Context: an optimization exercise on an open-source flow, tuned for small area, a short achievable clock period and few clock cycles. The choices shown serve that exercise and are no tape-out recipe.
Function was checked by simulation only, so behaviour that the tests miss may differ from the original.
Power and IR drop assume default switching activity.

===== design.v =====
package axi_bus_pkg;
    typedef logic [31:0] addr_t;
    typedef logic [31:0] data_t;
    typedef logic [3:0]  strb_t;
    typedef logic [3:0]  id_t;
    typedef logic [3:0]  len_t;
    typedef logic [2:0]  size_t;
    typedef logic [1:0]  burst_t;
    typedef logic [1:0]  resp_t;
    typedef logic [6:0]  mem_idx_t;
    localparam int MEM_BYTES = 128;
    localparam size_t MAX_SIZE = 3'd2;
    localparam burst_t BURST_FIXED = 2'd0;
    localparam burst_t BURST_INCR  = 2'd1;
    localparam resp_t RESP_OKAY   = 2'd0;
    localparam resp_t RESP_SLVERR = 2'd2;
    localparam resp_t RESP_DECERR = 2'd3;
endpackage
package slave_state_pkg;
    typedef enum logic [1:0] {
        wr_idle,
        wr_addr,
        wr_data,
        wr_resp
    } wr_state_t;
    typedef enum logic [1:0] {
        rd_idle,
        rd_addr,
        rd_data,
        rd_err
    } rd_state_t;
endpackage
module byte_mem (
    input  logic        clk,
    input  logic        resetn,
    input  logic        wr_en,
    input  logic [6:0]  wr_addr,
    input  logic [31:0] wr_data,
    input  logic [1:0]  wr_sel0,
    input  logic [1:0]  wr_sel1,
    input  logic [1:0]  wr_sel2,
    input  logic [1:0]  wr_sel3,
    input  logic [3:0]  wr_ben,
    input  logic [1:0]  rd_off,
    input  logic [4:0]  rd_row0,
    input  logic [4:0]  rd_row1,
    input  logic [4:0]  rd_row2,
    input  logic [4:0]  rd_row3,
    output logic [31:0] rd_data
);
    logic [1:0] wr_off;
    logic [4:0] wr_row;
    logic [1:0] bank_sel [4];
    logic [4:0] bank_wrow [4];
    logic [7:0] bank_wd [4];
    logic [4:0] bank_rrow [4];
    logic [7:0] bank_q [4];
    logic       init;
    always_ff @(posedge clk)
        init <= !resetn;
    assign wr_off = wr_addr[1:0];
    assign wr_row = wr_addr[6:2];
    assign bank_sel[0] = wr_sel0;
    assign bank_sel[1] = wr_sel1;
    assign bank_sel[2] = wr_sel2;
    assign bank_sel[3] = wr_sel3;
    assign bank_rrow[0] = rd_row0;
    assign bank_rrow[1] = rd_row1;
    assign bank_rrow[2] = rd_row2;
    assign bank_rrow[3] = rd_row3;
    always_comb begin
        for (int b = 0; b < 4; b++) begin
            bank_wd[b]   = wr_data[8*bank_sel[b] +: 8];
            bank_wrow[b] = wr_row + ((2'(b) < wr_off) ? 5'd1 : 5'd0);
        end
    end
    for (genvar b = 0; b < 4; b++) begin : g_bank
        logic [255:0] rows;
        logic [7:0]   wd_one;
        logic [7:0]   wd_zero;
        logic         we;
        assign wd_one  = bank_wd[b] | {8{init}};
        assign wd_zero = bank_wd[b] & {8{!init}};
        assign we      = wr_en && wr_ben[b];
        for (genvar r = 0; r < 32; r++) begin : g_row
            localparam logic [7:0] INIT = 8'(4 * r + b);
            logic       en;
            logic [7:0] d;
            assign en = init || (we && bank_wrow[b] == 5'(r));
            for (genvar j = 0; j < 8; j++) begin : g_bit
                assign d[j] = INIT[j] ? wd_one[j] : wd_zero[j];
            end
            always_ff @(posedge clk) begin
                if (en)
                    rows[8*r +: 8] <= d;
            end
        end
        assign bank_q[b] = rows[8*bank_rrow[b] +: 8];
    end
    always_comb begin
        for (int k = 0; k < 4; k++)
            rd_data[8*k +: 8] = bank_q[2'(k) + rd_off];
    end
endmodule
module axi_mem_slave (
    input  logic                 clk,
    input  logic                 resetn,
    input  logic                 awvalid,
    input  axi_bus_pkg::id_t     awid,
    input  axi_bus_pkg::addr_t   awaddr,
    input  axi_bus_pkg::len_t    awlen,
    input  axi_bus_pkg::size_t   awsize,
    input  axi_bus_pkg::burst_t  awburst,
    output logic                 awready,
    input  logic                 wvalid,
    input  axi_bus_pkg::data_t   wdata,
    input  axi_bus_pkg::id_t     wid,
    input  axi_bus_pkg::strb_t   wstrb,
    input  logic                 wlast,
    output logic                 wready,
    input  logic                 bready,
    output logic                 bvalid,
    output axi_bus_pkg::resp_t   bresp,
    output axi_bus_pkg::id_t     bid,
    input  logic                 arvalid,
    input  axi_bus_pkg::id_t     arid,
    input  axi_bus_pkg::addr_t   araddr,
    input  axi_bus_pkg::len_t    arlen,
    input  axi_bus_pkg::size_t   arsize,
    input  axi_bus_pkg::burst_t  arburst,
    output logic                 arready,
    input  logic                 rready,
    output logic                 rvalid,
    output axi_bus_pkg::data_t   rdata,
    output logic                 rlast,
    output axi_bus_pkg::resp_t   rresp,
    output axi_bus_pkg::id_t     rid
);
    function automatic axi_bus_pkg::resp_t req_resp(axi_bus_pkg::addr_t addr, axi_bus_pkg::size_t size);
        if (addr >= axi_bus_pkg::MEM_BYTES)
            req_resp = axi_bus_pkg::RESP_SLVERR;
        else if (size > axi_bus_pkg::MAX_SIZE)
            req_resp = axi_bus_pkg::RESP_DECERR;
        else
            req_resp = axi_bus_pkg::RESP_OKAY;
    endfunction
    logic        aw_wait, aw_busy, awready_q;
    logic        wready_q, w_stall, wready_o;
    logic        bvalid_q, b_idle, bvalid_o;
    logic        w_err;
    logic [3:0]  w_len;
    logic [3:0]  w_num;
    logic        w_fixed;
    axi_bus_pkg::resp_t bresp_q;
    axi_bus_pkg::id_t   bid_q;
    logic        pend_valid;
    logic [31:0] pend_data;
    logic [3:0]  pend_strb;
    logic [6:0]  pend_addr;
    logic [1:0]  pend_sel [4];
    logic [3:0]  pend_ben;
    logic hs_aw, hs_w, hs_b;
    logic w_done;
    logic mem_wr_en;
    logic [6:0]  w_next;
    logic [6:0]  w_addr;
    logic [3:0]  w_strb;
    logic [1:0]  w_sel [4];
    logic [3:0]  w_ben;
    assign aw_wait  = !aw_busy;
    assign wready_q = !w_stall;
    assign bvalid_q = !b_idle;
    assign hs_aw = awvalid && aw_wait;
    assign hs_w  = wvalid && wready_q;
    assign hs_b  = bvalid_q && bready;
    assign w_done = (hs_w && (aw_wait ? (hs_aw && awlen == 4'd0) : (w_len == w_num)))
                 || (hs_aw && !hs_w && pend_valid && awlen == 4'd0);
    always_ff @(posedge clk) begin
        if (!resetn) begin
            aw_busy    <= 1'b0;
            awready_q  <= 1'b1;
            w_stall    <= 1'b0;
            wready_o   <= 1'b1;
            b_idle     <= 1'b1;
            bvalid_o   <= 1'b0;
            w_num      <= '0;
            pend_valid <= 1'b0;
        end else begin
            logic aw_wait_n, bvalid_n, pend_valid_n, wready_n;
            aw_wait_n    = hs_b || (aw_wait && !hs_aw);
            bvalid_n     = w_done || (bvalid_q && !bready);
            pend_valid_n = hs_w || (pend_valid && aw_wait);
            wready_n     = !bvalid_n && !(aw_wait_n && pend_valid_n);
            aw_busy    <= !aw_wait_n;
            awready_q  <= aw_wait_n;
            b_idle     <= !bvalid_n;
            bvalid_o   <= bvalid_n;
            w_stall    <= !wready_n;
            wready_o   <= wready_n;
            pend_valid <= pend_valid_n;
            w_num      <= hs_b ? 4'd0 : w_num + 4'(hs_w);
        end
    end
    always_ff @(posedge clk) begin
        if (aw_wait) begin
            w_len   <= awlen;
            w_fixed <= (awburst == axi_bus_pkg::BURST_FIXED);
            bresp_q <= req_resp(awaddr, awsize);
            w_err   <= (req_resp(awaddr, awsize) != axi_bus_pkg::RESP_OKAY);
            bid_q   <= awid;
        end
    end
    assign w_next = pend_addr + (w_fixed ? 7'd0 : 7'($countones(pend_strb)));
    assign w_addr = aw_wait ? awaddr[6:0] : w_next;
    assign w_strb = (pend_valid && aw_wait) ? pend_strb : wstrb;
    always_comb begin
        logic [2:0] n;
        logic [1:0] slot_lane [4];
        logic [3:0] slot_en;
        n = '0;
        slot_en = '0;
        for (int k = 0; k < 4; k++)
            slot_lane[k] = '0;
        for (int lane = 0; lane < 4; lane++) begin
            if (w_strb[lane]) begin
                slot_lane[n[1:0]] = 2'(lane);
                slot_en[n[1:0]]   = 1'b1;
                n = n + 3'd1;
            end
        end
        for (int b = 0; b < 4; b++) begin
            w_sel[b] = slot_lane[2'(b) - w_addr[1:0]];
            w_ben[b] = slot_en[2'(b) - w_addr[1:0]];
        end
    end
    always_ff @(posedge clk) begin
        if (!(pend_valid && aw_wait))
            pend_data <= wdata;
        if (hs_w)
            pend_strb <= wstrb;
        else if (aw_wait && !pend_valid)
            pend_strb <= '0;
        if (aw_wait || hs_w)
            pend_addr <= w_addr;
        pend_ben <= w_ben;
        for (int b = 0; b < 4; b++)
            pend_sel[b] <= w_sel[b];
    end
    assign mem_wr_en = pend_valid && !aw_wait && !w_err;
    assign awready = awready_q;
    assign wready  = wready_o;
    assign bvalid  = bvalid_o;
    assign bresp   = bresp_q;
    assign bid     = bid_q;
    logic        ar_wait, ar_busy, arready_q;
    logic        rvalid_q, r_idle, rvalid_o;
    logic        rlast_q, r_more, rlast_o;
    logic        r_first;
    logic [1:0]  r_off;
    logic [4:0]  r_row [4];
    logic        r_fixed;
    logic [3:0]  r_mask;
    logic [3:0]  r_cnt;
    axi_bus_pkg::resp_t rresp_q;
    axi_bus_pkg::id_t   rid_q;
    logic [31:0] rdata_q;
    logic [31:0] mem_word;
    logic hs_ar, hs_r, fetch;
    axi_bus_pkg::resp_t ar_resp;
    logic [2:0]  r_step;
    assign ar_wait  = !ar_busy;
    assign rvalid_q = !r_idle;
    assign rlast_q  = !r_more;
    assign hs_ar = arvalid && ar_wait;
    assign hs_r  = rvalid_q && rready;
    assign fetch = r_first || (hs_r && !rlast_q);
    assign ar_resp = req_resp(araddr, arsize);
    assign r_step = r_mask[2] ? 3'd4 : (r_mask[1] ? 3'd2 : 3'd1);
    always_ff @(posedge clk) begin
        if (!resetn) begin
            ar_busy   <= 1'b0;
            arready_q <= 1'b1;
            r_idle    <= 1'b1;
            rvalid_o  <= 1'b0;
            r_first   <= 1'b0;
        end else begin
            logic ar_wait_n, rvalid_n;
            ar_wait_n = (ar_wait && !arvalid) || (hs_r && rlast_q);
            rvalid_n  = fetch || (rvalid_q && !hs_r);
            ar_busy   <= !ar_wait_n;
            arready_q <= ar_wait_n;
            r_idle    <= !rvalid_n;
            rvalid_o  <= rvalid_n;
            r_first   <= hs_ar;
        end
    end
    always_ff @(posedge clk) begin
        if (ar_wait) begin
            r_off <= araddr[1:0];
            for (int b = 0; b < 4; b++)
                r_row[b] <= araddr[6:2] + ((2'(b) < araddr[1:0]) ? 5'd1 : 5'd0);
        end else if (fetch && !r_fixed) begin
            r_off <= r_off + 2'(r_step);
            for (int b = 0; b < 4; b++)
                if (3'(2'(r_off - 2'(b) - 2'd1)) + r_step >= 3'd4)
                    r_row[b] <= r_row[b] + 5'd1;
        end
    end
    always_ff @(posedge clk) begin
        if (ar_wait) begin
            r_fixed <= (arburst == axi_bus_pkg::BURST_FIXED);
            r_cnt   <= arlen;
            rresp_q <= ar_resp;
            rid_q   <= arid;
            r_mask  <= (ar_resp != axi_bus_pkg::RESP_OKAY) ? 4'b0000 :
                       (arsize[1] ? 4'b1111 : (arsize[0] ? 4'b0011 : 4'b0001));
        end else if (fetch) begin
            r_cnt <= r_cnt - 4'd1;
        end
    end
    always_ff @(posedge clk) begin
        if (fetch) begin
            r_more  <= !((r_cnt == 4'd0) || !r_mask[0]);
            rlast_o <= (r_cnt == 4'd0) || !r_mask[0];
            for (int k = 0; k < 4; k++)
                rdata_q[8*k +: 8] <= mem_word[8*k +: 8] & {8{r_mask[k]}};
        end
    end
    assign arready = arready_q;
    assign rvalid  = rvalid_o;
    assign rdata   = rdata_q;
    assign rlast   = rlast_o;
    assign rresp   = rresp_q;
    assign rid     = rid_q;
    byte_mem mem (
        .clk     (clk),
        .resetn  (resetn),
        .wr_en   (mem_wr_en),
        .wr_addr (pend_addr),
        .wr_data (pend_data),
        .wr_sel0 (pend_sel[0]),
        .wr_sel1 (pend_sel[1]),
        .wr_sel2 (pend_sel[2]),
        .wr_sel3 (pend_sel[3]),
        .wr_ben  (pend_ben),
        .rd_off  (r_off),
        .rd_row0 (r_row[0]),
        .rd_row1 (r_row[1]),
        .rd_row2 (r_row[2]),
        .rd_row3 (r_row[3]),
        .rd_data (mem_word)
    );
endmodule

===== flow/run.sh =====
#!/bin/bash
# The standard layout (standard.sh, unchanged ORFS steps) with these settings:
#  - port buffers of buf_2 instead of the resizer's default pick (a slow delay cell)
#  - clock tree of clkbuf_16 with sink clusters of up to 30 flip-flops
#  - repair_timing aims for 6.9 ns of setup slack at the design's 10 ns clock
# ORFS writes each step's log under orfs/logs; make's own output goes to standard_run.log.
set -euo pipefail
bash standard.sh \
  "BUFFER_PORTS_ARGS=-buffer_cell sky130_fd_sc_hd__buf_2" \
  CTS_CLUSTER_SIZE=30 CTS_CLUSTER_DIAMETER=80 \
  "CTS_BUF_LIST=sky130_fd_sc_hd__clkbuf_16" \
  SETUP_SLACK_MARGIN=6.9 \
  finish > standard_run.log 2>&1

===== standard.sh =====
#!/bin/bash
# synth_recipe.tcl (not shown) runs the flow's synth.tcl, then flattens the netlist and writes it again
# the make line also repeats each setting of config.mk as NAME=value (left out here)
make -C /OpenROAD-flow-scripts/flow DESIGN_CONFIG=/design/flow/config.mk WORK_HOME=/design/flow/orfs CLKGATE_MAP_FILE= SYNTH_SCRIPT=/design/flow/synth_recipe.tcl "${@:-finish}"

===== config.mk =====
export PLATFORM = sky130hd
export DESIGN_NAME = axi_mem_slave
export DESIGN_NICKNAME = axi_mem_slave
export VERILOG_FILES = /design/flow/design.v
export SDC_FILE = /design/flow/constraint.sdc
export NUM_CORES = 4
export LEC_CHECK = 0
export CAP_MARGIN = 20
export CORE_MARGIN = 2
export CORE_UTILIZATION = 55
export SLEW_MARGIN = 20

===== constraint.sdc =====
create_clock -name core_clock -period 10.0 [get_ports {clk}]
set_input_delay 2.0000 -clock core_clock [delete_from_list [all_inputs] [get_ports {clk}]]
set_output_delay 2.0000 -clock core_clock [all_outputs]
set_load 0.01 [all_outputs]

==> results.rst, run 1 <==
.. list-table::
   :header-rows: 1

   * - Metric
     - Value
   * - Count of vias placed by the detailed router
     - 27121
   * - Total global routing track utilization
     - 0.264
   * - Combinational share of power
     - 0.260
   * - Root buffer cell
     - sky130_fd_sc_hd__clkbuf_16
   * - Netlist Area Pre-Place
     - 0.0501 mm²
   * - Fraction of layout cells with a size suffix above 1
     - 0.276
   * - Vias in the first global route
     - 26670
   * - Outcome
     - no timing/DRC/antenna violations
   * - Final hold slack
     - 0.565 ns
   * - Cell family contributing the most delay on the critical path
     - flip-flops
   * - Placed instance count
     - 4018
   * - R2R setup slack
     - 6.81 ns
   * - Launch point of the critical path
     - rresp_q[0]$_DFFE_PN_
   * - Max-slew violations
     - 0
   * - Number of design rule violations left after detail routing
     - 0
   * - Buffers on Ports
     - 182
   * - Worst clock skew on the final layout
     - 0.0216 ns
   * - Worst skew pair latency
     - 0.66 ns
   * - Pre-CTS setup slack
     - 5.71 ns
   * - Clock tree from TritonCTS
     - done
   * - Tightest Pin Transition
     - 1.13 ns
   * - Leakage component of the power
     - 19.2 nW
   * - Minimum clock period
     - 3.34 ns
   * - Part of the total power dissipated in the clock network
     - 0.198
   * - Number of gates on the worst path with buffers counted
     - 1
   * - Top-level port count
     - 188
   * - Startpoint of the worst-slack reg-to-reg timing path
     - pend_strb[1]$_SDFFCE_PN0P_
   * - Number of hold-repair buffers added at the cts stage
     - 0
   * - Final core utilization
     - 0.617
   * - Routed Antenna Nets
     - 0
   * - Height of the die
     - 306 µm
   * - Worst path max stage delay
     - 0.50 ns
   * - Number of distinct standard cells referenced by the synthesized netlist
     - 68
   * - Avg Synthesized Cell Area
     - 17.9 µm²
   * - Instance count of the mapped netlist
     - 2794
   * - Yosys synthesis warning count
     - 15
   * - Pwr dens
     - 230 mW/mm²
   * - CTS HTree Levels
     - 2
   * - Width of the die
     - 306 µm
   * - Finished Layout Cells
     - 4202
   * - Hold Violations, Final
     - 0
   * - Max Cap Violations
     - 0
   * - Area grow syn2layout
     - 11.2%
   * - Share of the cycle needed by the critical path after routing
     - 0.334
   * - Post-synthesis sequential area ratio
     - 0.700
   * - Path category of the worst min-delay check
     - reg2reg
   * - Power, Total
     - 12.8 mW
   * - Data required, critical path
     - 8.00 ns
   * - Pin count of the biggest net entering global routing
     - 99
   * - Synth Flop Type
     - sky130_fd_sc_hd__edfxtp_1
   * - Average via count per standard cell
     - 6.45
   * - Num CTS Buffers
     - 49
   * - Final-stage net count
     - 3175
   * - Number of enable-type register cells in the synthesized netlist
     - 1148
   * - Fillcell total
     - 6475
   * - Proportion of total power due to net switching
     - 0.300
   * - Wire per inst
     - 29.7 µm
   * - Combined buffer and inverter count along the critical path
     - 1
   * - Async set-reset flop share out of synthesis
     - 0
   * - Highest clock rate
     - 0.299 GHz
   * - Maximum fanout along the worst path
     - 1
   * - IR Drop Worst-Case VDD
     - 189 µV
   * - Initial antenna violation count
     - 21
   * - PnR worst setup slack
     - 6.66 ns
   * - Gpl congestion
     - 0.855
   * - Num rows
     - 110
   * - Setup repair after global routing missed its margin
     - true
   * - Startpoint Class
     - register
   * - Proportion of power drawn by flip-flops and latches
     - 0.542
   * - Category of the critical setup timing path
     - reg2out
   * - Initial drt markers
     - 3030
   * - Starting density of the core
     - 0.555
   * - Clock-pin slew on the worst setup and hold paths
     - 0.11 ns
   * - Switching power total
     - 3.85 mW
   * - Clock Tree Buf Depth
     - 3
   * - Startpoint of the tightest hold check path
     - w_num[3]$_SDFF_PP0_
   * - First-pass iteration count of the detailed router
     - 5
   * - Sum of negative setup slack
     - 0 ns
   * - Net count after synthesis
     - 2982
   * - Internal Pwr Total
     - 8.97 mW
   * - Synthesis-stage register bit count
     - 1177
   * - Relative slew slack
     - 0.249
   * - Overflow after GRT
     - 0
   * - Total die area
     - 0.0934 mm²
   * - Half-perimeter wire length after placement
     - 81100 µm
   * - Area of all placed cells without fillers
     - 0.0556 mm²
   * - Clock net sink count
     - 1177
   * - Chain of cells forming the critical path
     - buf_2
   * - Crit path capture type
     - output port
   * - Floorplan Core Area
     - 0.0901 mm²
   * - # setup viols final
     - 0
   * - Wire length of the first global-routing pass
     - 180000 µm
   * - Hold path cells
     - 2
   * - Total wirelength of the detailed-routed design
     - 125000 µm
   * - Placed cell areas
     - 0.0518 mm²
   * - Crit-path slowest cell
     - sky130_fd_sc_hd__edfxtp_1
   * - Worst-case reg-to-reg path depth
     - 11
   * - Critical path data arrival time
     - 1.34 ns
-- placed cells by master, fill, tap and decap left out, types with 11 or more instances in the layout --
master	synthesis	final
sky130_fd_sc_hd__edfxtp_1	1148	1148
sky130_fd_sc_hd__mux2i_1	214	211
sky130_fd_sc_hd__buf_2	30	176
sky130_fd_sc_hd__mux4_2	167	167
sky130_fd_sc_hd__a21oi_1	94	92
sky130_fd_sc_hd__buf_4	8	87
sky130_fd_sc_hd__a221oi_1	76	65
sky130_fd_sc_hd__nor2_1	63	61
sky130_fd_sc_hd__clkbuf_16	0	53
sky130_fd_sc_hd__nand2_1	57	52
sky130_fd_sc_hd__o21ai_0	62	52
sky130_fd_sc_hd__a22oi_1	44	43
sky130_fd_sc_hd__a21o_1	59	42
sky130_fd_sc_hd__o21bai_4	0	42
sky130_fd_sc_hd__inv_1	38	40
sky130_fd_sc_hd__ha_1	46	34
sky130_fd_sc_hd__or2_2	33	32
sky130_fd_sc_hd__nor2b_1	53	31
sky130_fd_sc_hd__nand3_1	32	28
sky130_fd_sc_hd__buf_12	14	28
sky130_fd_sc_hd__mux4_1	27	27
sky130_fd_sc_hd__o221ai_1	28	27
sky130_fd_sc_hd__xnor2_1	24	24
sky130_fd_sc_hd__o22ai_1	26	24
sky130_fd_sc_hd__dfxtp_1	29	24
sky130_fd_sc_hd__o21ai_1	15	22
sky130_fd_sc_hd__mux2_2	26	21
sky130_fd_sc_hd__a221oi_2	7	18
sky130_fd_sc_hd__buf_6	17	18
sky130_fd_sc_hd__nor2b_2	0	17
sky130_fd_sc_hd__a22oi_2	16	17
sky130_fd_sc_hd__a21o_2	0	17
sky130_fd_sc_hd__nand2b_1	16	16
sky130_fd_sc_hd__a211oi_1	22	16
sky130_fd_sc_hd__and2_1	15	15
sky130_fd_sc_hd__xor2_1	17	15
sky130_fd_sc_hd__nor4_1	14	14
sky130_fd_sc_hd__o21bai_1	60	12
sky130_fd_sc_hd__a31o_2	12	11
-- timing repair --
| item | in CTS | in global routing |
|---|---|---|
| setup buffers | 51 | 37 |
| pin swaps | 28 | 31 |
| setup endpoints to repair | 814 | 679 |
| gates resized for setup | 178 | 61 |
| cloned | 2 | 3 |
-- power by group through the flow --
stage	registers [mW]	clock network, mW	logic [mW]
final	6.95	2.53	3.34
after floorplan	6.87	0	2.06
after CTS	6.96	2.58	3.20
after global routing	7.03	2.74	3.54
after detailed placement	7.09	0	2.96
after global placement	7.03	0	2.89
-- tightest hold or removal path: stages (launching register included) --
cell	delay, ns
sky130_fd_sc_hd__dfxtp_1	0.37
sky130_fd_sc_hd__xor2_1	0.08
sky130_fd_sc_hd__nor2_1	0.08
-- synth_stat cells, drive strengths merged (4+ instances only) --
master | instances | area, µm²
edfxtp | 1148 | 34500
mux2i | 216 | 2180
mux4 | 194 | 4470
a21oi | 94 | 470
buf | 92 | 813
clkbuf | 86 | 324
a221oi | 83 | 771
o21ai | 77 | 385
a22oi | 65 | 637
nor2 | 63 | 236
o21bai | 60 | 450
a21o | 59 | 443
nand2 | 57 | 214
nor2b | 53 | 332
ha | 46 | 576
inv | 41 | 156
or2 | 34 | 213
nand3 | 32 | 160
o221ai | 31 | 290
dfxtp | 29 | 581
mux2 | 27 | 308
o22ai | 26 | 163
xnor2 | 24 | 210
a211oi | 22 | 165
xor2 | 17 | 149
and2 | 16 | 100
nand2b | 16 | 100
nor4 | 14 | 87.6
a31o | 12 | 105
nor3 | 11 | 55.1
and3 | 8 | 50.1
nand3b | 7 | 52.6
nor3b | 5 | 37.5
fa | 4 | 80.1
-- cell type report --
class                           instances  area [µm²]  area share
Sequential cell                      1177       35100       0.630
Multi-Input combinational cell       1398       14800       0.266
Timing Repair Buffer                  319        2530      0.0455
Tap cell                             1176        1470      0.0264
Clock buffer                           51        1280      0.0229
Clock inverter                         29         295     0.00531
Inverter                               41         164     0.00295
Antenna cell                           10        25.0    0.000450
Timing Repair inverter                  1        7.51    0.000135
-- routing by layer --
metal | vias to the layer above | wire length, µm | track usage
met4 | 12 | 3040 | 0.0613
li1 | 11743 | - | -
met2 | 968 | 60200 | 0.428
met1 | 14231 | 53100 | 0.386
met5 | - | 77 | 0
met3 | 167 | 8540 | 0.0353
-- logic make-up after synthesis --
logic type / Yosys count / share of synthesized area
AOI/OAI and AO/OA: 551 / 0.0815
DFF: 1177 / 0.700
and+or+nand+nor: 319 / 0.0331
xor gates and xnor gates: 41 / 0.00717
muxes: 437 / 0.139
buffers and inverters: 219 / 0.0258
adders and majority gates: 50 / 0.0131
-- worst paths after layout --
| path | to |
|---|---|
| worst max-delay path | rresp[0] |
| worst min-delay path | w_num[3]$_SDFF_PP0_ |
| worst max register to register | pend_sel[2][0]$_DFF_P_ |
| worst min register to register | w_num[3]$_SDFF_PP0_ |
-- state kept, by name (all words and copies together) (netlist names), 7 cells and up --
| register | cells |
|---|---|
| pend_data | 32 |
| pend_addr | 7 |
| mem.g_bank.rows | 1024 |
| rdata_q | 32 |
| r_row | 20 |
| pend_sel | 8 |
Testbench counts, summed over its fixed seeds: cycles 32,135.
==> inputs of run 2 (changes only) <==
--- a/config.mk
+++ b/config.mk
@@ -9,3 +9,3 @@
 export CORE_MARGIN = 2
-export CORE_UTILIZATION = 55
+export CORE_UTILIZATION = 40
 export SLEW_MARGIN = 20
==> run 2 against run 1 <==
Still clean on timing, DRC and antenna. Cell count grew 11%. Clock-buffer cell count grew 6. Area after synthesis is the same. Critical path depth grew 10.
==> results.rst, run 2 <==
.. list-table::
   :header-rows: 1

   * - Metric
     - Value
   * - Outcome
     - no timing/DRC/antenna violations (unchanged)
   * - Critical path data arrival time
     - 3.90 ns (was 1.34 ns)
   * - Combinational share of power
     - 0.255 (was 0.260)
   * - Total wirelength of the detailed-routed design
     - 125000 µm (about the same)
   * - PnR worst setup slack
     - 6.67 ns (was 6.66 ns)
   * - Async set-reset flop share out of synthesis
     - 0 (unchanged)
   * - Clock net sink count
     - 1177 (unchanged)
   * - Critical R2R Capture
     - pend_sel[2][0]$_DFF_P_ (unchanged)
   * - Half-perimeter wire length after placement
     - 83500 µm (was 81100 µm)
   * - Startpoint Class
     - register (unchanged)
   * - Instance count of the mapped netlist
     - 2794 (unchanged)
   * - Clock Tree Buf Depth
     - 3 (unchanged)
   * - Met3 GRT Util
     - 0.0275 (was 0.0353)
   * - Combined buffer and inverter count along the critical path
     - 1 (unchanged)
   * - Clock-pin slew on the worst setup and hold paths
     - 0.11 ns (about the same)
   * - Cell with the most instances after synthesis
     - sky130_fd_sc_hd__edfxtp_1 (unchanged)
   * - Number of flip-flops in the largest register
     - 1024 (unchanged)
   * - Wire length of the first global-routing pass
     - 181000 µm (was 180000 µm)
   * - Number of enable-type register cells in the synthesized netlist
     - 1148 (unchanged)
   * - Maximum fanout along the worst path
     - 10 (was 1)
   * - Overflow after GRT
     - 0 (unchanged)
   * - Width of the die
     - 358 µm (was 306 µm)
   * - Crit path capture type
     - register (was output port)
   * - Routed Antenna Nets
     - 0 (unchanged)
   * - Crit-path slowest cell
     - sky130_fd_sc_hd__fa_1 (was sky130_fd_sc_hd__edfxtp_1)
   * - Leading cell types by total area after synthesis
     - sky130_fd_sc_hd__edfxtp_1 (69%), sky130_fd_sc_hd__mux4_2 (7.5%), sky130_fd_sc_hd__mux2i_1 (4.3%) (unchanged)
   * - Most frequent cells in the layout
     - sky130_fd_sc_hd__edfxtp_1 (1148), sky130_fd_sc_hd__mux2i_1 (211), sky130_fd_sc_hd__buf_2 (176) (unchanged)
   * - Commonest cells post-synth
     - sky130_fd_sc_hd__edfxtp_1 (1148), sky130_fd_sc_hd__mux2i_1 (214), sky130_fd_sc_hd__mux4_2 (167), sky130_fd_sc_hd__a21oi_1 (94), sky130_fd_sc_hd__clkbuf_1 (85) (unchanged)
   * - Area leader, netlist
     - sky130_fd_sc_hd__edfxtp_1 (unchanged)
   * - Reg with most FFs
     - mem.g_bank.rows (unchanged)
   * - Floorplan Core Area
     - 0.124 mm² (was 0.0901 mm²)
   * - Vias in the first global route
     - 26991 (was 26670)
   * - Setup repair after global routing missed its margin
     - true (unchanged)
   * - Part of the total power dissipated in the clock network
     - 0.211 (was 0.198)
   * - Number of hold-repair buffers added at the cts stage
     - 0 (unchanged)
   * - Wire per inst
     - 26.8 µm (was 29.7 µm)
   * - Post-synthesis sequential area ratio
     - 0.700 (unchanged)
   * - Share of the cycle needed by the critical path after routing
     - 0.333 (was 0.334)
   * - # setup viols final
     - 0 (unchanged)
   * - First-pass iteration count of the detailed router
     - 5 (unchanged)
   * - Category of the critical setup timing path
     - reg2reg (was reg2out)
   * - Yosys synthesis warning count
     - 15 (unchanged)
   * - Most congested layer reported by global routing
     - met2 (unchanged)
   * - Hold Crit Endpoint
     - w_num[3]$_SDFF_PP0_ (unchanged)
   * - Placed cell areas
     - 0.0524 mm² (was 0.0518 mm²)
   * - Average via count per standard cell
     - 5.75 (was 6.45)
   * - Height of the die
     - 358 µm (was 306 µm)
   * - Hold path cells
     - 2 (unchanged)
   * - Pwr dens
     - 229 mW/mm² (was 230 mW/mm²)
   * - Avg Synthesized Cell Area
     - 17.9 µm² (unchanged)
   * - Startpoint of the tightest hold check path
     - w_num[3]$_SDFF_PP0_ (unchanged)
   * - Startpoint of the worst-slack reg-to-reg timing path
     - pend_strb[1]$_SDFFCE_PN0P_ (unchanged)
   * - Final-stage net count
     - 3171 (was 3175)
   * - Highest clock rate
     - 0.300 GHz (was 0.299 GHz)
   * - Gpl congestion
     - 0.851 (was 0.855)
   * - Number of distinct standard cells referenced by the synthesized netlist
     - 68 (unchanged)
   * - Max Cap Violations
     - 0 (unchanged)
   * - Most prevalent standard cell on the critical path
     - sky130_fd_sc_hd__ha_4
   * - Switching power total
     - 3.97 mW (was 3.85 mW)
   * - R2R setup slack
     - 6.67 ns (was 6.81 ns)
   * - Area of all placed cells without fillers
     - 0.0567 mm² (was 0.0556 mm²)
   * - Cell family contributing the most delay on the critical path
     - adder cells (was flip-flops)
   * - Fraction of layout cells with a size suffix above 1
     - 0.284 (was 0.276)
   * - Proportion of total power due to net switching
     - 0.305 (was 0.300)
   * - Path category of the worst min-delay check
     - reg2reg (unchanged)
   * - Net count after synthesis
     - 2982 (unchanged)
   * - Chain of cells forming the critical path
     - fa_1 -> ha_4 -> ha_4 -> nor2b_4 -> fa_1 -> mux2i_4 -> buf_4 -> ha_4 -> mux2_4 -> a221oi_2 -> a21oi_1 (was buf_2)
   * - Num rows
     - 129 (was 110)
   * - Max-slew violations
     - 0 (unchanged)
   * - Tightest Pin Transition
     - 1.10 ns (was 1.13 ns)
   * - Internal Pwr Total
     - 9.03 mW (was 8.97 mW)
   * - Starting density of the core
     - 0.404 (was 0.555)
   * - Number of design rule violations left after detail routing
     - 0 (unchanged)
   * - Clock tree from TritonCTS
     - done (unchanged)
   * - Root buffer cell
     - sky130_fd_sc_hd__clkbuf_16 (unchanged)
   * - Worst skew pair latency
     - 0.70 ns (was 0.66 ns)
   * - Initial antenna violation count
     - 16 (was 21)
   * - Worst clock skew on the final layout
     - 0.0351 ns (was 0.0216 ns)
   * - Total die area
     - 0.128 mm² (was 0.0934 mm²)
   * - Buffers on Ports
     - 182 (unchanged)
   * - Initial drt markers
     - 2456 (was 3030)
   * - Launch point of the critical path
     - pend_strb[1]$_SDFFCE_PN0P_ (was rresp_q[0]$_DFFE_PN_)
   * - Most common library cell in the layout ignoring fill and taps
     - sky130_fd_sc_hd__edfxtp_1 (unchanged)
   * - Synth top area share
     - 0.689 (unchanged)
   * - Global-route track usage on met1
     - 0.257 (was 0.386)
   * - Area grow syn2layout
     - 13.2% (was 11.2%)
   * - Count of vias placed by the detailed router
     - 26825 (was 27121)
   * - Top-level port count
     - 188 (unchanged)
   * - Worst path max stage delay
     - 0.60 ns (was 0.50 ns)
   * - Worst-case reg-to-reg path depth
     - 11 (unchanged)
   * - Final hold slack
     - 0.573 ns (was 0.565 ns)
   * - Synth Flop Type
     - sky130_fd_sc_hd__edfxtp_1 (unchanged)
   * - Netlist Area Pre-Place
     - 0.0501 mm² (unchanged)
   * - CTS HTree Levels
     - 2 (unchanged)
   * - Leakage component of the power
     - 19.3 nW (was 19.2 nW)
   * - Met2 track demand over resource
     - 0.329 (was 0.428)
   * - Sum of negative setup slack
     - 0 ns (unchanged)
   * - Pre-CTS setup slack
     - 5.62 ns (was 5.71 ns)
   * - Synthesis-stage register bit count
     - 1177 (unchanged)
   * - Hold Violations, Final
     - 0 (unchanged)
   * - Proportion of power drawn by flip-flops and latches
     - 0.534 (was 0.542)
   * - Data required, critical path
     - 10.57 ns (was 8.00 ns)
   * - Relative slew slack
     - 0.268 (was 0.249)
   * - IR Drop Worst-Case VDD
     - 137 µV (was 189 µV)
   * - Pin count of the biggest net entering global routing
     - 106 (was 99)
   * - Top flop regs
     - mem.g_bank.rows (1024), pend_data (32), rdata_q (32) (unchanged)
   * - Total global routing track utilization
     - 0.193 (was 0.264)
   * - Minimum clock period
     - 3.33 ns (was 3.34 ns)
   * - Num CTS Buffers
     - 54 (was 49)
## run 2: cell counts after synthesis
No cell type changed its count.
## run 2: cells by family (layout without fill, tap and decap cells)
| family | count (synthesis) | in the layout | synth area share |
|---|---|---|---|
| DFF | 1177 | 1177 | 0.700 |
| AOI/OAI and AO/OA | 551 | 551 | 0.0815 |
| muxes | 437 | 437 | 0.139 |
| and+or+nand+nor | 319 | 319 | 0.0331 |
| buffers and inverters | 219 | 447 | 0.0258 |
| adders and majority gates | 50 | 50 | 0.0131 |
| xor gates and xnor gates | 41 | 41 | 0.00717 |
| other | 0 | 10 | 0 |
## run 2: metrics by stage
stage                     utilization  std cells  total power, mW
after detailed placement        0.422       4479             10.0
final                           0.457       4669             13.0
after floorplan                     -       2794             8.93
after CTS                       0.450       4634             13.0
after global routing            0.457       4665             13.5
after global placement          0.422       4478             9.88
## run 2: worst max path at each step
| stage | endpoint | cells past startpoint |
|---|---|---|
| final | pend_sel[2][0]$_DFF_P_ | 11 |
| after global routing | pend_sel[2][0]$_DFF_P_ | 11 |
| after CTS | rdata[2] | 1 |
| after detailed placement | rdata_q[4]$_DFFE_PP_ | 8 |
| after global placement | rdata_q[20]$_DFFE_PP_ | 8 |
| after floorplan | pend_ben[2]$_DFF_P_ | 8 |
## run 2: final cells by class
type,count,area [µm²]
Tap cell,1637,2050
Inverter,41,160
Clock buffer,57,1430
Fill cell,10542,67300
Timing Repair Buffer,311,2480
Clock inverter,38,423
Sequential cell,1177,35100
Antenna cell,10,25.0
Multi-Input combinational cell,1398,15000
## run 2: metal layers
metal | wire length (µm) | part of all wire
met4 | 3710 | 0.030
met5 | 51 | 0.00041
met2 | 62700 | 0.50
met1 | 51100 | 0.41
met3 | 7650 | 0.061
## run 2: repair_timing
action,4_1_cts,5_1_grt
resized for setup,192,88
setup buffers,57,23
endpoints found under the setup margin,842,705
cloned,3,1
pin swaps,34,29
## run 2: power groups by stage
stage          Clock, mW  Sequential, mW  Combinational (mW)
2_1_floorplan          0            6.87                2.06
3_3_place_gp           0            7.02                2.86
3_5_place_dp           0            7.09                2.96
4_1_cts             2.81            6.96                3.20
5_1_grt             2.97            7.03                3.51
6_report            2.74            6.94                3.31
## run 2: worst register-to-register path: stages (launching register included)
cell and delay, ns:
sky130_fd_sc_hd__edfxtp_1 0.43, sky130_fd_sc_hd__fa_1 0.60, sky130_fd_sc_hd__ha_4 0.15, sky130_fd_sc_hd__ha_4 0.19
sky130_fd_sc_hd__nor2b_4 0.13, sky130_fd_sc_hd__fa_1 0.59, sky130_fd_sc_hd__mux2i_4 0.12, sky130_fd_sc_hd__buf_4 0.19
sky130_fd_sc_hd__ha_4 0.20, sky130_fd_sc_hd__mux2_4 0.29, sky130_fd_sc_hd__a221oi_2 0.26, sky130_fd_sc_hd__a21oi_1 0.07
==> inputs of run 3 (changes only) <==
--- a/design.v
+++ b/design.v
@@ -258,4 +258,5 @@
     logic        r_first;
-    logic [1:0]  r_off;
+    logic [6:0]  r_addr;
     logic [4:0]  r_row [4];
+    logic [6:0]  r_addr_n;
     logic        r_fixed;
@@ -296,12 +297,8 @@
     end
+    assign r_addr_n = ar_wait ? araddr[6:0] : r_addr + 7'(r_step);
     always_ff @(posedge clk) begin
-        if (ar_wait) begin
-            r_off <= araddr[1:0];
-            for (int b = 0; b < 4; b++)
-                r_row[b] <= araddr[6:2] + ((2'(b) < araddr[1:0]) ? 5'd1 : 5'd0);
-        end else if (fetch && !r_fixed) begin
-            r_off <= r_off + 2'(r_step);
+        if (ar_wait || (fetch && !r_fixed)) begin
+            r_addr <= r_addr_n;
             for (int b = 0; b < 4; b++)
-                if (3'(2'(r_off - 2'(b) - 2'd1)) + r_step >= 3'd4)
-                    r_row[b] <= r_row[b] + 5'd1;
+                r_row[b] <= 5'((r_addr_n + 7'(3 - b)) >> 2);
         end
@@ -345,3 +342,3 @@
         .wr_ben  (pend_ben),
-        .rd_off  (r_off),
+        .rd_off  (r_addr[1:0]),
         .rd_row0 (r_row[0]),
--- a/flow/run.sh
+++ b/flow/run.sh
@@ -4,3 +4,3 @@
 #  - clock tree of clkbuf_16 with sink clusters of up to 30 flip-flops
-#  - repair_timing aims for 6.9 ns of setup slack at the design's 10 ns clock
+#  - repair_timing aims for 6.8 ns of setup slack at the design's 10 ns clock
 # ORFS writes each step's log under orfs/logs; make's own output goes to standard_run.log.
@@ -11,3 +11,3 @@
   "CTS_BUF_LIST=sky130_fd_sc_hd__clkbuf_16" \
-  SETUP_SLACK_MARGIN=6.9 \
+  SETUP_SLACK_MARGIN=6.8 \
   finish > standard_run.log 2>&1
==> run 3 against run 2 <==
Combinational power increased by 2%. Sequential share of layout area rose by 1.6 points. Synthesized cell count grew 4.4%. Cell count grew 1.5%. Clock power is essentially flat. Non-clock buffer count is 33 lower. Flip-flop and latch count stayed put. Sequential power decreased by 3%. Worst hold slack got worse by 0.016 ns. Via count up 0.26%. Highest routed layer unchanged.
==> results.rst, run 3 <==
.. list-table::
   :header-rows: 1

   * - Metric
     - Value
   * - Outcome
     - no timing/DRC/antenna violations (unchanged)
   * - Worst skew pair latency
     - 0.71 ns (was 0.70 ns)
   * - Clock net sink count
     - 1177 (unchanged)
   * - Synthesis-stage register bit count
     - 1177 (unchanged)
   * - Instance count of the mapped netlist
     - 2916 (was 2794)
   * - Half-perimeter wire length after placement
     - 78900 µm (was 83500 µm)
   * - Worst-case reg-to-reg path depth
     - 13 (was 11)
   * - Yosys synthesis warning count
     - 15 (unchanged)
   * - Commonest cells post-synth
     - sky130_fd_sc_hd__edfxtp_1 (1148), sky130_fd_sc_hd__mux2i_1 (402), sky130_fd_sc_hd__a22oi_1 (204), sky130_fd_sc_hd__a21oi_1 (134), sky130_fd_sc_hd__mux4_2 (112) (was sky130_fd_sc_hd__edfxtp_1 (1148), sky130_fd_sc_hd__mux2i_1 (214), sky130_fd_sc_hd__mux4_2 (167), sky130_fd_sc_hd__a21oi_1 (94), sky130_fd_sc_hd__clkbuf_1 (85))
   * - Average via count per standard cell
     - 5.68 (was 5.75)
   * - Total die area
     - 0.126 mm² (was 0.128 mm²)
   * - Num CTS Buffers
     - 52 (was 54)
   * - Number of flip-flops in the largest register
     - 1024 (unchanged)
   * - Number of gates on the worst path with buffers counted
     - 1 (was 11)
   * - Path category of the worst min-delay check
     - reg2reg (unchanged)
   * - IR Drop Worst-Case VDD
     - 194 µV (was 137 µV)
   * - Sum of negative setup slack
     - 0 ns (unchanged)
   * - Chain of cells forming the critical path
     - buf_2 (was fa_1 -> ha_4 -> ha_4 -> nor2b_4 -> fa_1 -> mux2i_4 -> buf_4 -> ha_4 -> mux2_4 -> a221oi_2 -> a21oi_1)
   * - Most frequent cells in the layout
     - sky130_fd_sc_hd__edfxtp_1 (1148), sky130_fd_sc_hd__mux2i_1 (397), sky130_fd_sc_hd__a22oi_1 (203) (was sky130_fd_sc_hd__edfxtp_1 (1148), sky130_fd_sc_hd__mux2i_1 (211), sky130_fd_sc_hd__buf_2 (176))
   * - Maximum fanout along the worst path
     - 1 (was 10)
   * - Buffers on Ports
     - 182 (unchanged)
   * - Synth top area share
     - 0.698 (was 0.689)
   * - Total global routing track utilization
     - 0.194 (was 0.193)
   * - Overflow after GRT
     - 0 (unchanged)
   * - Cell family contributing the most delay on the critical path
     - flip-flops (was adder cells)
   * - Clock tree from TritonCTS
     - done (unchanged)
   * - Num rows
     - 128 (was 129)
   * - Number of design rule violations left after detail routing
     - 0 (unchanged)
   * - Category of the critical setup timing path
     - reg2out (was reg2reg)
   * - Wl on met1
     - 55900 µm (was 51100 µm)
   * - Async set-reset flop share out of synthesis
     - 0 (unchanged)
   * - Met3 wire length
     - 8840 µm (was 7650 µm)
   * - Final-stage net count
     - 3245 (was 3171)
   * - Pin count of the biggest net entering global routing
     - 129 (was 106)
   * - Data required, critical path
     - 8.00 ns (was 10.57 ns)
   * - Number of distinct standard cells referenced by the synthesized netlist
     - 59 (was 68)
   * - Leakage component of the power
     - 19.4 nW (was 19.3 nW)
   * - Avg Synthesized Cell Area
     - 16.9 µm² (was 17.9 µm²)
   * - Hold Violations, Final
     - 0 (unchanged)
   * - Tightest Pin Transition
     - 1.09 ns (was 1.10 ns)
   * - Highest clock rate
     - 0.283 GHz (was 0.300 GHz)
   * - Area leader, netlist
     - sky130_fd_sc_hd__edfxtp_1 (unchanged)
   * - Top flop regs
     - mem.g_bank.rows (1024), pend_data (32), rdata_q (32) (unchanged)
   * - Count of vias placed by the detailed router
     - 26894 (was 26825)
   * - Top routing layer used
     - met5 (unchanged)
   * - Worst path max stage delay
     - 0.64 ns (was 0.60 ns)
   * - Net count after synthesis
     - 3089 (was 2982)
   * - Height of the die
     - 355 µm (was 358 µm)
   * - Routed Antenna Nets
     - 0 (unchanged)
   * - Crit-path slowest cell
     - sky130_fd_sc_hd__edfxtp_1 (was sky130_fd_sc_hd__fa_1)
   * - Area grow syn2layout
     - 11.9% (was 13.2%)
   * - Wire per inst
     - 26.4 µm (was 26.8 µm)
   * - # setup viols final
     - 0 (unchanged)
   * - Crit path capture type
     - output port (was register)
   * - Met2 wire len
     - 58000 µm (was 62700 µm)
   * - Number of enable-type register cells in the synthesized netlist
     - 1148 (unchanged)
   * - Cell with the most instances after synthesis
     - sky130_fd_sc_hd__edfxtp_1 (unchanged)
   * - Width of the die
     - 355 µm (was 358 µm)
   * - Initial drt markers
     - 2833 (was 2456)
   * - Relative slew slack
     - 0.269 (was 0.268)
   * - Setup repair after global routing missed its margin
     - true (unchanged)
   * - Wire length of the first global-routing pass
     - 179000 µm (was 181000 µm)
   * - Vias in the first global route
     - 26007 (was 26991)
   * - Post-synthesis sequential area ratio
     - 0.710 (was 0.700)
   * - Max-slew violations
     - 0 (unchanged)
   * - Startpoint Class
     - register (unchanged)
   * - Gpl congestion
     - 0.812 (was 0.851)
   * - Pwr dens
     - 232 mW/mm² (was 229 mW/mm²)
   * - Top-level port count
     - 188 (unchanged)
   * - Leading cell types by total area after synthesis
     - sky130_fd_sc_hd__edfxtp_1 (70%), sky130_fd_sc_hd__mux2i_1 (8.1%), sky130_fd_sc_hd__mux4_2 (5.1%) (was sky130_fd_sc_hd__edfxtp_1 (69%), sky130_fd_sc_hd__mux4_2 (7.5%), sky130_fd_sc_hd__mux2i_1 (4.3%))
   * - Floorplan Core Area
     - 0.122 mm² (was 0.124 mm²)
   * - Synth Flop Type
     - sky130_fd_sc_hd__edfxtp_1 (unchanged)
   * - Hold path cells
     - 2 (unchanged)
   * - Starting density of the core
     - 0.404 (about the same)
   * - Total wirelength of the detailed-routed design
     - 125000 µm (about the same)
   * - Share of the cycle needed by the critical path after routing
     - 0.353 (was 0.333)
   * - Initial antenna violation count
     - 6 (was 16)
   * - CTS HTree Levels
     - 2 (unchanged)
   * - Clock-pin slew on the worst setup and hold paths
     - 0.10 ns (was 0.11 ns)
   * - Netlist Area Pre-Place
     - 0.0494 mm² (was 0.0501 mm²)
   * - Clock Tree Buf Depth
     - 3 (unchanged)
   * - Minimum clock period
     - 3.53 ns (was 3.33 ns)
   * - Critical path data arrival time
     - 1.53 ns (was 3.90 ns)
   * - Final hold slack
     - 0.556 ns (was 0.573 ns)
   * - Combined buffer and inverter count along the critical path
     - 1 (unchanged)
   * - Most common library cell in the layout ignoring fill and taps
     - sky130_fd_sc_hd__edfxtp_1 (unchanged)
   * - Root buffer cell
     - sky130_fd_sc_hd__clkbuf_16 (unchanged)
   * - Max Cap Violations
     - 0 (unchanged)
   * - First-pass iteration count of the detailed router
     - 7 (was 5)
   * - Worst clock skew on the final layout
     - 0.0519 ns (was 0.0351 ns)
   * - Fraction of layout cells with a size suffix above 1
     - 0.222 (was 0.284)
   * - Reg with most FFs
     - mem.g_bank.rows (unchanged)
## run 3: cell types whose count changed in the layout (fill, tap and decap cells not counted), moves of 21 or more
cell / delta
sky130_fd_sc_hd__mux4_1: -27
sky130_fd_sc_hd__mux4_2: -55
sky130_fd_sc_hd__a221oi_1: -59
sky130_fd_sc_hd__o22ai_1: -21
sky130_fd_sc_hd__buf_12: -24
sky130_fd_sc_hd__o21ai_0: -37
sky130_fd_sc_hd__a21oi_1: +47
sky130_fd_sc_hd__a22oi_1: +164
sky130_fd_sc_hd__mux2i_1: +186
## run 3: worst register-to-register path, stage by stage, from the launching register on
cell                       delay [ns]
sky130_fd_sc_hd__edfxtp_1        0.45
sky130_fd_sc_hd__fa_1            0.49
sky130_fd_sc_hd__ha_1            0.30
sky130_fd_sc_hd__nor2b_4         0.16
sky130_fd_sc_hd__ha_4            0.14
sky130_fd_sc_hd__inv_2           0.04
sky130_fd_sc_hd__fa_1            0.58
sky130_fd_sc_hd__a21oi_4         0.09
sky130_fd_sc_hd__buf_6           0.17
sky130_fd_sc_hd__buf_6           0.12
sky130_fd_sc_hd__ha_4            0.15
sky130_fd_sc_hd__mux2_4          0.26
sky130_fd_sc_hd__a221oi_2        0.26
sky130_fd_sc_hd__a21oi_2         0.06
## run 3: timing repair
item	in CTS	in global routing
cloned	5	2
pin swaps	15	14
gates resized for setup	121	70
buffers inserted	29	18
hold buffers	0	0
endpoints found under the setup margin	793	533
## run 3: path summary, 6_finish.rpt
| path | start | endpoint | slack (ns) |
|---|---|---|---|
| max | rdata_q[16]$_DFFE_PP_ | rdata[16] | 6.47 |
| min | w_num[2]$_SDFF_PP0_ | w_num[2]$_SDFF_PP0_ | 0.56 |
| max reg2reg | pend_strb[2]$_SDFFCE_PN0P_ | pend_sel[0][0]$_DFF_P_ | 6.62 |
| min reg2reg | w_num[2]$_SDFF_PP0_ | w_num[2]$_SDFF_PP0_ | 0.56 |
## run 3: metrics by stage
| step | util | instances | area, µm² | worst slack, ns | power [mW] |
|---|---|---|---|---|---|
| 2_1_floorplan | - | 2916 | 49500 | 6.34 | 8.82 |
| 3_3_place_gp | 0.425 | 4588 | 52000 | 5.77 | 9.92 |
| 3_5_place_dp | 0.425 | 4588 | 52000 | 5.77 | 9.98 |
| 4_1_cts | 0.448 | 4711 | 54700 | 6.49 | 12.8 |
| 5_1_grt | 0.452 | 4732 | 55200 | 6.42 | 13.3 |
| 6_report | 0.452 | 4737 | 55300 | 6.47 | 12.8 |
## run 3: power breakdown
part	switching, mW	internal (mW)	total (mW)	leakage [nW]
clock	1.60	1.11	2.71	0.873
combinational	2.09	1.27	3.37	7.23
sequential	0.296	6.46	6.76	11.3
total	3.99	8.85	12.8	19.4
## run 3: area by class of cell
type | instances | area (µm²)
Timing Repair inverter | 1 | 5.00
Antenna cell | 5 | 12.5
Timing Repair Buffer | 278 | 1950
Clock buffer | 54 | 1350
Multi-Input combinational cell | 1527 | 14300
Tap cell | 1625 | 2030
Sequential cell | 1177 | 35100
Fill cell | 10545 | 66900
Clock inverter | 35 | 413
Inverter | 35 | 150
## run 3: routing by layer
layer  track usage  vias to the layer above
met5             0                        -
met4        0.0423                        2
met3        0.0289                      108
met2         0.304                      937
met1         0.286                    13916
li1              -                    11931
## run 3: cells by family after synthesis
family          synth area share
buf+inv                   0.0196
compound gates            0.0815
mux                        0.137
flops                      0.710
fa+ha+maj                0.00947
xor+xnor                 0.00532
simple gates              0.0378
Testbench counts of run 3, summed over its fixed seeds: cycles 32,135.
==> inputs of run 4 (changes only) <==
--- a/design.v
+++ b/design.v
@@ -97,3 +97,12 @@
         end
-        assign bank_q[b] = rows[8*bank_rrow[b] +: 8];
+        logic [31:0] rsel;
+        always_comb begin
+            for (int r = 0; r < 32; r++)
+                rsel[r] = (bank_rrow[b] == 5'(r));
+        end
+        row_sel u_sel (
+            .rows (rows),
+            .sel  (rsel),
+            .q    (bank_q[b])
+        );
     end
@@ -103,2 +112,13 @@
     end
+endmodule
+module row_sel (
+    input  logic [255:0] rows,
+    input  logic [31:0]  sel,
+    output logic [7:0]   q
+);
+    always_comb begin
+        q = '0;
+        for (int r = 0; r < 32; r++)
+            q = q | (rows[8*r +: 8] & {8{sel[r]}});
+    end
 endmodule
--- a/config.mk
+++ b/config.mk
@@ -9,3 +9,5 @@
 export CORE_MARGIN = 2
-export CORE_UTILIZATION = 40
+export CORE_UTILIZATION = 55
 export SLEW_MARGIN = 20
+export SYNTH_HIERARCHICAL = 1
+export SYNTH_MINIMUM_KEEP_SIZE = 0
==> run 4 against run 3 <==
Still clean. Clock power fell by 8.1%. Combinational power shrank 23%. Fmax increased by 5.2%. Register-to-register slack better by 0.12 ns. Flip-flop and latch count unchanged. Worst setup slack better by 0.18 ns. Non-clock buffer count increased by 32. Sequential power grew 2%. Routed wire length is 0.73% higher. Critical path depth increased by 7. Die area down 29%. Clock-buffer cell count shrank 5. Largest power group unchanged. Highest routed layer unchanged.
==> results.rst, run 4 <==
.. list-table::
   :header-rows: 1

   * - Metric
     - Value
   * - Outcome
     - no timing/DRC/antenna violations (unchanged)
   * - Most common library cell in the layout ignoring fill and taps
     - sky130_fd_sc_hd__edfxtp_1 (unchanged)
   * - Hold Violations, Final
     - 0 (unchanged)
   * - Root buffer cell
     - sky130_fd_sc_hd__clkbuf_16 (unchanged)
   * - XOR/XNOR Fraction of Synth Area
     - 0.00730 (was 0.00532)
   * - Instance count of the mapped netlist
     - 2963 (was 2916)
   * - Startpoint of the worst-slack reg-to-reg timing path
     - pend_strb[1]$_SDFFCE_PN0P_ (was pend_strb[2]$_SDFFCE_PN0P_)
   * - Yosys synthesis warning count
     - 26 (was 15)
   * - Proportion of power drawn by flip-flops and latches
     - 0.574 (was 0.526)
   * - Gpl congestion
     - 0.895 (was 0.812)
   * - Number of design rule violations left after detail routing
     - 0 (unchanged)
   * - Tightest Pin Transition
     - 1.00 ns (was 1.09 ns)
   * - Synth Flop Type
     - sky130_fd_sc_hd__edfxtp_1 (unchanged)
   * - Height of the die
     - 299 µm (was 355 µm)
   * - Crit path capture type
     - register (was output port)
   * - Async set-reset flop share out of synthesis
     - 0 (unchanged)
   * - Fillcell total
     - 6408 (was 10545)
   * - Wire length of the first global-routing pass
     - 183000 µm (was 179000 µm)
   * - Switching power total
     - 3.50 mW (was 3.99 mW)
   * - Power, Total
     - 12.0 mW (was 12.8 mW)
   * - Startpoint Class
     - primary input (was register)
   * - Post-Synth Adder-Cell Area
     - 0.00979 (was 0.00947)
   * - Avg Synthesized Cell Area
     - 16.1 µm² (was 16.9 µm²)
   * - Wire per inst
     - 29.2 µm (was 26.4 µm)
   * - Width of the die
     - 299 µm (was 355 µm)
   * - Initial drt markers
     - 3477 (was 2833)
   * - Clock Tree Buf Depth
     - 3 (unchanged)
   * - Most frequent cells in the layout
     - sky130_fd_sc_hd__edfxtp_1 (1148), sky130_fd_sc_hd__a22oi_1 (457), sky130_fd_sc_hd__buf_2 (180) (was sky130_fd_sc_hd__edfxtp_1 (1148), sky130_fd_sc_hd__mux2i_1 (397), sky130_fd_sc_hd__a22oi_1 (203))
   * - Category of the critical setup timing path
     - in2reg (was reg2out)
   * - Part of the total power dissipated in the clock network
     - 0.208 (was 0.211)
   * - Fraction of layout cells with a size suffix above 1
     - 0.236 (was 0.222)
   * - Highest clock rate
     - 0.298 GHz (was 0.283 GHz)
   * - Data required, critical path
     - 10.53 ns (was 8.00 ns)
   * - Netlist Area Pre-Place
     - 0.0478 mm² (was 0.0494 mm²)
   * - Number of distinct standard cells referenced by the synthesized netlist
     - 70 (was 59)
   * - Critical path data arrival time
     - 3.89 ns (was 1.53 ns)
   * - Max Cap Violations
     - 0 (unchanged)
   * - Proportion of total power due to net switching
     - 0.292 (was 0.311)
   * - Clock tree from TritonCTS
     - done (unchanged)
   * - Startpoint of the tightest hold check path
     - w_num[3]$_SDFF_PP0_ (was w_num[2]$_SDFF_PP0_)
   * - Minimum clock period
     - 3.36 ns (was 3.53 ns)
   * - Setup repair after global routing missed its margin
     - true (unchanged)
   * - Hold path cells
     - 2 (unchanged)
   * - Sum of negative setup slack
     - 0 ns (unchanged)
   * - Post-synthesis sequential area ratio
     - 0.733 (was 0.710)
   * - Dominant combinational cell family by area after synthesis
     - compound AO/OA/AOI/OAI gates (was multiplexers)
   * - Number of hold-repair buffers added at the cts stage
     - 0 (unchanged)
   * - Number of enable-type register cells in the synthesized netlist
     - 1148 (unchanged)
   * - Share of the cycle needed by the critical path after routing
     - 0.336 (was 0.353)
   * - Synthesis-stage register bit count
     - 1177 (unchanged)
   * - Cell with the most instances after synthesis
     - sky130_fd_sc_hd__edfxtp_1 (unchanged)
   * - CTS HTree Levels
     - 2 (unchanged)
   * - Floorplan Core Area
     - 0.0865 mm² (was 0.122 mm²)
   * - Initial antenna violation count
     - 14 (was 6)
   * - Area grow syn2layout
     - 10.4% (was 11.9%)
   * - Relative slew slack
     - 0.330 (was 0.269)
   * - Internal Pwr Total
     - 8.48 mW (was 8.85 mW)
   * - Synth top area share
     - 0.721 (was 0.698)
   * - Starting density of the core
     - 0.553 (was 0.404)
   * - Leading cell types by total area after synthesis
     - sky130_fd_sc_hd__edfxtp_1 (72%), sky130_fd_sc_hd__a22oi_1 (8.1%), sky130_fd_sc_hd__mux4_2 (3.0%) (was sky130_fd_sc_hd__edfxtp_1 (70%), sky130_fd_sc_hd__mux2i_1 (8.1%), sky130_fd_sc_hd__mux4_2 (5.1%))
   * - Path category of the worst min-delay check
     - reg2reg (unchanged)
   * - Worst skew pair latency
     - 0.67 ns (was 0.71 ns)
   * - R2R setup slack
     - 6.74 ns (was 6.62 ns)
   * - Total die area
     - 0.0893 mm² (was 0.126 mm²)
   * - Pin count of the biggest net entering global routing
     - 81 (was 129)
   * - Max-slew violations
     - 0 (unchanged)
   * - Commonest cells post-synth
     - sky130_fd_sc_hd__edfxtp_1 (1148), sky130_fd_sc_hd__a22oi_1 (515), sky130_fd_sc_hd__nor2_1 (179), sky130_fd_sc_hd__nand4_1 (136), sky130_fd_sc_hd__nand2_1 (77) (was sky130_fd_sc_hd__edfxtp_1 (1148), sky130_fd_sc_hd__mux2i_1 (402), sky130_fd_sc_hd__a22oi_1 (204), sky130_fd_sc_hd__a21oi_1 (134), sky130_fd_sc_hd__mux4_2 (112))
   * - Synthesized-area fraction occupied by and/or/nand/nor cells
     - 0.0760 (was 0.0378)
   * - Clock net sink count
     - 1177 (unchanged)
   * - Combinational share of power
     - 0.218 (was 0.262)
   * - Count of vias placed by the detailed router
     - 28352 (was 26894)
   * - Reg with most FFs
     - mem.g_bank.rows (unchanged)
   * - Vias in the first global route
     - 27480 (was 26007)
   * - Pwr dens
     - 227 mW/mm² (was 232 mW/mm²)
   * - First-pass iteration count of the detailed router
     - 6 (was 7)
   * - Routed Antenna Nets
     - 0 (unchanged)
   * - Total wirelength of the detailed-routed design
     - 126000 µm (was 125000 µm)
   * - Hold Crit Endpoint
     - w_num[3]$_SDFF_PP0_ (was w_num[2]$_SDFF_PP0_)
   * - Worst-case reg-to-reg path depth
     - 12 (was 13)
   * - Net count after synthesis
     - 3136 (was 3089)
   * - Buffers on Ports
     - 182 (unchanged)
   * - Clock-pin slew on the worst setup and hold paths
     - 0.10 ns (about the same)
   * - Leakage component of the power
     - 17.5 nW (was 19.4 nW)
   * - Final-stage net count
     - 3298 (was 3245)
   * - Worst clock skew on the final layout
     - 0.0444 ns (was 0.0519 ns)
   * - Share of the synthesized area in compound gates (AO/OA/AOI/OAI)
     - 0.111 (was 0.0815)
   * - Area leader, netlist
     - sky130_fd_sc_hd__edfxtp_1 (unchanged)
   * - Top flop regs
     - mem.g_bank.rows (1024), pend_data (32), rdata_q (32) (unchanged)
   * - # setup viols final
     - 0 (unchanged)
   * - Total global routing track utilization
     - 0.278 (was 0.194)
   * - Average via count per standard cell
     - 6.57 (was 5.68)
   * - Mux cell area share after synthesis
     - 0.0368 (was 0.137)
   * - Number of flip-flops in the largest register
     - 1024 (unchanged)
   * - Top-level port count
     - 188 (unchanged)
   * - Maximum fanout along the worst path
     - 4 (was 1)
   * - IR Drop Worst-Case VDD
     - 158 µV (was 194 µV)
   * - Half-perimeter wire length after placement
     - 87500 µm (was 78900 µm)
   * - Num rows
     - 108 (was 128)
   * - Overflow after GRT
     - 0 (unchanged)
   * - Critical R2R Capture
     - pend_sel[1][0]$_DFF_P_ (was pend_sel[0][0]$_DFF_P_)
   * - Num CTS Buffers
     - 48 (was 52)
run 4: changes by cell type after synthesis, moves of 68 or more:
| cell | before | now |
|---|---|---|
| sky130_fd_sc_hd__a21oi_1 | 134 | 20 |
| sky130_fd_sc_hd__a22oi_1 | 204 | 515 |
| sky130_fd_sc_hd__mux2i_1 | 402 | 11 |
| sky130_fd_sc_hd__nand4_1 | 5 | 136 |
| sky130_fd_sc_hd__nor2_1 | 74 | 179 |
| sky130_fd_sc_hd__o21bai_1 | 68 | 0 |
run 4: final cells by class:
cell class / count / area [µm²] / area share
repair buffers: 310 / 1960 / 0.0372
clock inverters: 35 / 319 / 0.00605
inverters: 35 / 146 / 0.00277
multi-input cells: 1553 / 12600 / 0.239
clock buffers: 49 / 1230 / 0.0232
well taps: 1155 / 1450 / 0.0274
diodes: 3 / 7.51 / 0.000142
flip-flops and latches: 1177 / 35100 / 0.664
run 4: repair_timing:
item	in CTS	in global routing
setup endpoints to repair	618	243
gates resized for setup	71	222
pin swaps	15	77
buffers inserted	29	53
run 4: worst max path at each step:
stage | startpoint | endpoint | slack, ns | depth (start not counted)
final | wstrb[2] | pend_ben[1]$_DFF_P_ | 6.64 | 8
after global routing | wstrb[2] | pend_ben[0]$_DFF_P_ | 6.61 | 8
after CTS | wstrb[2] | pend_ben[1]$_DFF_P_ | 6.69 | 8
after detailed placement | wstrb[2] | pend_ben[0]$_DFF_P_ | 5.71 | 8
after global placement | wstrb[2] | pend_ben[0]$_DFF_P_ | 5.71 | 8
after floorplan | wstrb[2] | pend_ben[1]$_DFF_P_ | 6.08 | 8
run 4: power by group through the flow:
stage | Combinational, mW | Sequential, mW | Clock [mW]
3_5_place_dp | 2.26 | 7.00 | 0
5_1_grt | 2.75 | 6.95 | 2.69
2_1_floorplan | 1.39 | 6.81 | 0
4_1_cts | 2.39 | 6.87 | 2.54
6_report | 2.61 | 6.88 | 2.49
3_3_place_gp | 2.20 | 6.95 | 0
run 4: worst max-delay path, cell delays in order:
cell and delay (ns):
sky130_fd_sc_hd__buf_8 0.10, sky130_fd_sc_hd__mux2_4 0.28, sky130_fd_sc_hd__fa_2 0.47, sky130_fd_sc_hd__and2_4 0.19
sky130_fd_sc_hd__mux2_4 0.31, sky130_fd_sc_hd__nor4_4 0.16, sky130_fd_sc_hd__a41oi_2 0.07, sky130_fd_sc_hd__mux2_4 0.30
run 4: per-module statistics from Yosys (local to each module, per instance):
module	times used	area [µm²]	cells
byte_mem	1	35200	1643
axi_mem_slave	1	6890	520
row_sel	4	1420	200
run 4: routing by layer:
layer,track usage,wire [µm],vias to the layer above,part of all wire
met1,0.413,53000,14562,0.42
met4,0.0683,3360,10,0.027
li1,-,-,12260,-
met5,0,61,-,0.00048
met3,0.0462,10800,175,0.085
met2,0.435,59000,1345,0.47
run 4: stage by stage:
stage | hold slack (ns) | utilization | cell area [µm²] | cells | setup slack, ns
floorplan | 0.500 | - | 47900 | 2963 | 6.08
global placement | 0.531 | 0.572 | 49500 | 4146 | 5.71
detailed placement | 0.544 | 0.572 | 49500 | 4147 | 5.71
CTS | 0.569 | 0.595 | 51500 | 4260 | 6.69
global route | 0.584 | 0.610 | 52800 | 4316 | 6.61
finish | 0.564 | 0.610 | 52800 | 4317 | 6.64
run 4: cells by family after synthesis:
family          count (synthesis)
mux                            92
compound gates                721
fa+ha+maj                      35
simple gates                  666
xor+xnor                       39
flops                        1177
buf+inv                       233
Testbench counts of run 4, summed over its fixed seeds: cycles 32,135.

## re-timing with driven ports
The results above use ideal ports. As a check the final layouts listed here were re-extracted and re-timed, cells and wires unchanged. Step 1 sets driving cells, clkbuf_16 on the clock port and buf_2 on the other inputs (assumed; they add their load-dependent delay and slew). Step 2 also shifts input and output timing later by t, the mid clock arrival at the registers, as if the neighbouring blocks saw the same clock. a / b / c = ideal ports / drivers / drivers and shift; a / b = the first two.
run	shift t [ns]	setup WS [ns]	latest minus earliest clock arrival (ns)	worst data-port slew with drivers (ns)	pins driven straight from the clock port
run 1	0.718	6.660 / 6.589 / 5.984	0.022 / 0.023	0.16	1
run 2	0.760	6.671 / 6.633 / 6.025	0.037 / 0.037	0.18	1
run 3	0.750	6.469 / 6.404 / 6.061	0.054 / 0.055	0.20	1
run 4	0.714	6.645 / 6.667 / 5.954	0.045 / 0.045	0.12	1
After both steps every run listed still meets setup and hold. For run 4, which loses most, drivers alone change the setup slack by +0.022 ns; drivers and shift together by -0.691 ns.
